Context: an optimization exercise on an open-source flow, tuned for small area. The choices shown serve that exercise and are no tape-out recipe.
In this exercise RTL edits were held to simulation tests only and were not proved equivalent to the original.
Power figures rest on the tool's default switching activity, not on a simulated workload.

try-sierra:
==> flow/design.v <==
module regfile_wb_demux #(
  parameter int DATA_W   = 32,
  parameter int ADDR_W   = 5,
  parameter int ZERO_REG = 0
) (
  input  logic                   clk,
  input  logic                   rst_n,
  input  logic                   reg_write,
  input  logic [ADDR_W-1:0]      wr_addr,
  input  logic [DATA_W-1:0]      wr_data,
  input  logic [ADDR_W-1:0]      rd_addr1,
  input  logic [ADDR_W-1:0]      rd_addr2,
  output logic [DATA_W-1:0]      rd_data1,
  output logic [DATA_W-1:0]      rd_data2,
  output logic [(2**ADDR_W)-1:0] wr_onehot
);
  localparam int DEPTH = 2**ADDR_W;
  logic [DEPTH*DATA_W-1:0] regs;
  logic [DEPTH*DATA_W-1:0] nxt;
  logic [DEPTH-1:0]  valid;
  logic [DEPTH-1:0]  dec, dec_n;
  logic [ADDR_W-1:0] last_addr;
  always_comb begin
    for (int i = 0; i < DEPTH; i++) begin
      dec[i]   = reg_write && (wr_addr == ADDR_W'(i)) && (i != ZERO_REG);
      dec_n[i] = !dec[i];
    end
  end
  for (genvar i = 0; i < DEPTH; i++) begin : g_reg
    if (i == ZERO_REG) begin : g_zero
      assign nxt[i*DATA_W +: DATA_W]  = '0;
      assign regs[i*DATA_W +: DATA_W] = '0;
    end else begin : g_data
      for (genvar b = 0; b < DATA_W; b++) begin : g_bit
        rf_hold u_hold (.en(dec[i]), .en_n(dec_n[i]), .d(wr_data[b]), .q(regs[i*DATA_W+b]), .o(nxt[i*DATA_W+b]));
      end
      always_ff @(posedge clk) regs[i*DATA_W +: DATA_W] <= nxt[i*DATA_W +: DATA_W];
    end
  end
  always_ff @(posedge clk or negedge rst_n) begin
    if (!rst_n) valid <= '0;
    else        valid <= valid | dec;
  end
  always_ff @(posedge clk or negedge rst_n) begin
    if (!rst_n)                                         last_addr <= ADDR_W'(ZERO_REG);
    else if (reg_write && wr_addr != ADDR_W'(ZERO_REG)) last_addr <= wr_addr;
    else                                                last_addr <= ADDR_W'(ZERO_REG);
  end
  always_comb begin
    for (int i = 0; i < DEPTH; i++)
      wr_onehot[i] = (last_addr == ADDR_W'(i)) && (i != ZERO_REG);
  end
  logic [DEPTH-1:0] sel1, sel2;
  always_comb begin
    for (int i = 0; i < DEPTH; i++) begin
      sel1[i] = (rd_addr1 == ADDR_W'(i)) && valid[i] && (i != ZERO_REG);
      sel2[i] = (rd_addr2 == ADDR_W'(i)) && valid[i] && (i != ZERO_REG);
    end
  end
  for (genvar b = 0; b < DATA_W; b++) begin : g_rd
    logic [DEPTH-1:0] col;
    for (genvar i = 0; i < DEPTH; i++) begin : g_col
      assign col[i] = regs[i*DATA_W+b];
    end
    rf_mux32 u_rd1 (.sel(sel1), .d(col), .y(rd_data1[b]));
    rf_mux32 u_rd2 (.sel(sel2), .d(col), .y(rd_data2[b]));
  end
endmodule
module rf_hold (
  input  logic en, en_n, d, q,
  output logic o
);
  assign o = (en & d) | (en_n & q);
endmodule
module rf_aoi222 (
  input  logic a1, b1, a2, b2, a3, b3,
  output logic y
);
  assign y = !((a1 & b1) | (a2 & b2) | (a3 & b3));
endmodule
module rf_nand2 (
  input  logic a, b,
  output logic y
);
  assign y = !(a & b);
endmodule
module rf_nand11 (
  input  logic [10:0] a,
  output logic        y
);
  assign y = !(&a);
endmodule
module rf_mux32 (
  input  logic [31:0] sel,
  input  logic [31:0] d,
  output logic        y
);
  logic [10:0] t;
  for (genvar g = 0; g < 10; g++) begin : g_aoi
    rf_aoi222 u (.a1(sel[3*g+1]), .b1(d[3*g+1]), .a2(sel[3*g+2]), .b2(d[3*g+2]),
                 .a3(sel[3*g+3]), .b3(d[3*g+3]), .y(t[g]));
  end
  rf_nand2 u_last (.a(sel[31]), .b(d[31]), .y(t[10]));
  rf_nand11 u_or (.a(t), .y(y));
endmodule
Settings: LEC_CHECK=0, CAP_MARGIN=20, CORE_MARGIN=2, CORE_UTILIZATION=55, SLEW_MARGIN=20, SYNTH_HIERARCHICAL=1, SYNTH_MINIMUM_KEEP_SIZE=0; clock period 6.5 ns.
standard.sh (not shown) runs the stock make flow with config.mk's settings and CLKGATE_MAP_FILE= SYNTH_SCRIPT=/design/flow/synth_recipe.tcl, a recipe that flattens the netlist after the stock synthesis.
==> flow/flow/run.sh <==
#!/bin/bash
set -euo pipefail
export BUFFER_PORTS_ARGS="-buffer_cell sky130_fd_sc_hd__buf_1"
export CTS_ARGS="-sink_clustering_enable -repair_clock_nets -dont_use_dummy_load -buf_list sky130_fd_sc_hd__clkbuf_16 -sink_clustering_size 25 -sink_clustering_max_diameter 70"
bash standard.sh > standard_make.log 2>&1
[inputs] try-tundra vs try-sierra
Settings: SLEW_MARGIN now 0, was 20; CORE_UTILIZATION now 65, was 55; CAP_MARGIN now 0, was 20.
==> flow/flow/run.sh <==
#!/bin/bash
set -euo pipefail
export BUFFER_PORTS_ARGS="-buffer_cell sky130_fd_sc_hd__buf_1"
export CTS_ARGS="-sink_clustering_enable -repair_clock_nets -dont_use_dummy_load -buf_list sky130_fd_sc_hd__clkbuf_16 -sink_clustering_size 25 -sink_clustering_max_diameter 90"
bash standard.sh > standard_make.log 2>&1
### Flow results
Relative to try-sierra, number of clock buffers inserted by TritonCTS decreased by 9.6% in try-tundra. Reported for try-tundra and try-sierra, total of cells resized after clock tree synthesis turned out identical to the last digit. As of try-tundra, detail-routed net length per standard cell had fallen slightly compared to try-sierra. Against try-sierra as the reference, try-tundra delivers a higher fraction of power consumed by combinational cells. Compared with try-sierra, try-tundra shows a total met3 wirelength after detailed routing that is about 4.4% higher. Area of all placed cells without fillers delta (try-tundra − try-sierra): favourable. Number of core rows (try-tundra vs. try-sierra) decreases by a little under 10%. NOTE: maximum fanout count along the critical path in try-tundra falls short of that of try-sierra.
[inputs] try-onyx vs try-tundra
Settings: swapping 65 for 40 in CORE_UTILIZATION; swapping 0 for 20 in CAP_MARGIN; swapping 0 for 20 in SLEW_MARGIN.
==> flow/run.sh (new file) <==
#!/bin/bash
# synth_recipe.tcl (not shown) runs the flow's synth.tcl, then flattens the netlist and writes it again
# the make line also repeats each setting of config.mk as NAME=value (left out here)
make -C /OpenROAD-flow-scripts/flow DESIGN_CONFIG=/design/flow/config.mk WORK_HOME=/design/flow/orfs CLKGATE_MAP_FILE= SYNTH_SCRIPT=/design/flow/synth_recipe.tcl finish
removed: flow/flow/run.sh
removed: flow/standard.sh
Notes after the runs:
Changes observed in try-onyx relative to try-tundra: per-cell routed wire length went down, total routed wirelength rose by 6500 microns, arrival time of data at the critical path endpoint rose 280 ps, first-pass GRT wire length moved up, cell depth of the worst hold path has remained practically unchanged. The power of try-onyx was inferior to that of try-tundra. The more densely filled core belongs to try-tundra, not try-onyx. When try-onyx is set beside try-tundra, its final hold slack turns out to be 5.4 ps larger. Re number of global-route vias before repair: try-onyx is 2808 down on try-tundra. Diff try-tundra -> try-onyx: share of total power in the clock network shows an increase of 13 points; area after synthesis did not really move.

re-timing with driven ports:
No port has a modelled driver above. Below, the same layouts with a new extraction and two added sets of constraints.
Step 1, drivers: a clkbuf_16 drives clk and a buf_2 each remaining input, both assumed.
Step 2, shift: input delay + t, output delay - t, t = (earliest + latest rising clock arrival at the registers) / 2. This alone moves slack from input paths to output paths.
Slacks: ideal / step 1 / step 2; pairs: ideal / step 1.
run	shift t [ns]	slack for setup (ns)	pins driven straight from the clock port
try-sierra	0.719	0.515 / 0.495 / 0.495	1
try-tundra	0.703	0.515 / 0.481 / 0.481	1
try-onyx	0.749	0.226 / 0.196 / 0.196	1
After both steps setup and hold are still met in every run listed. For try-tundra, which loses most, drivers alone change the setup slack by -0.034 ns; drivers and shift together by -0.034 ns.
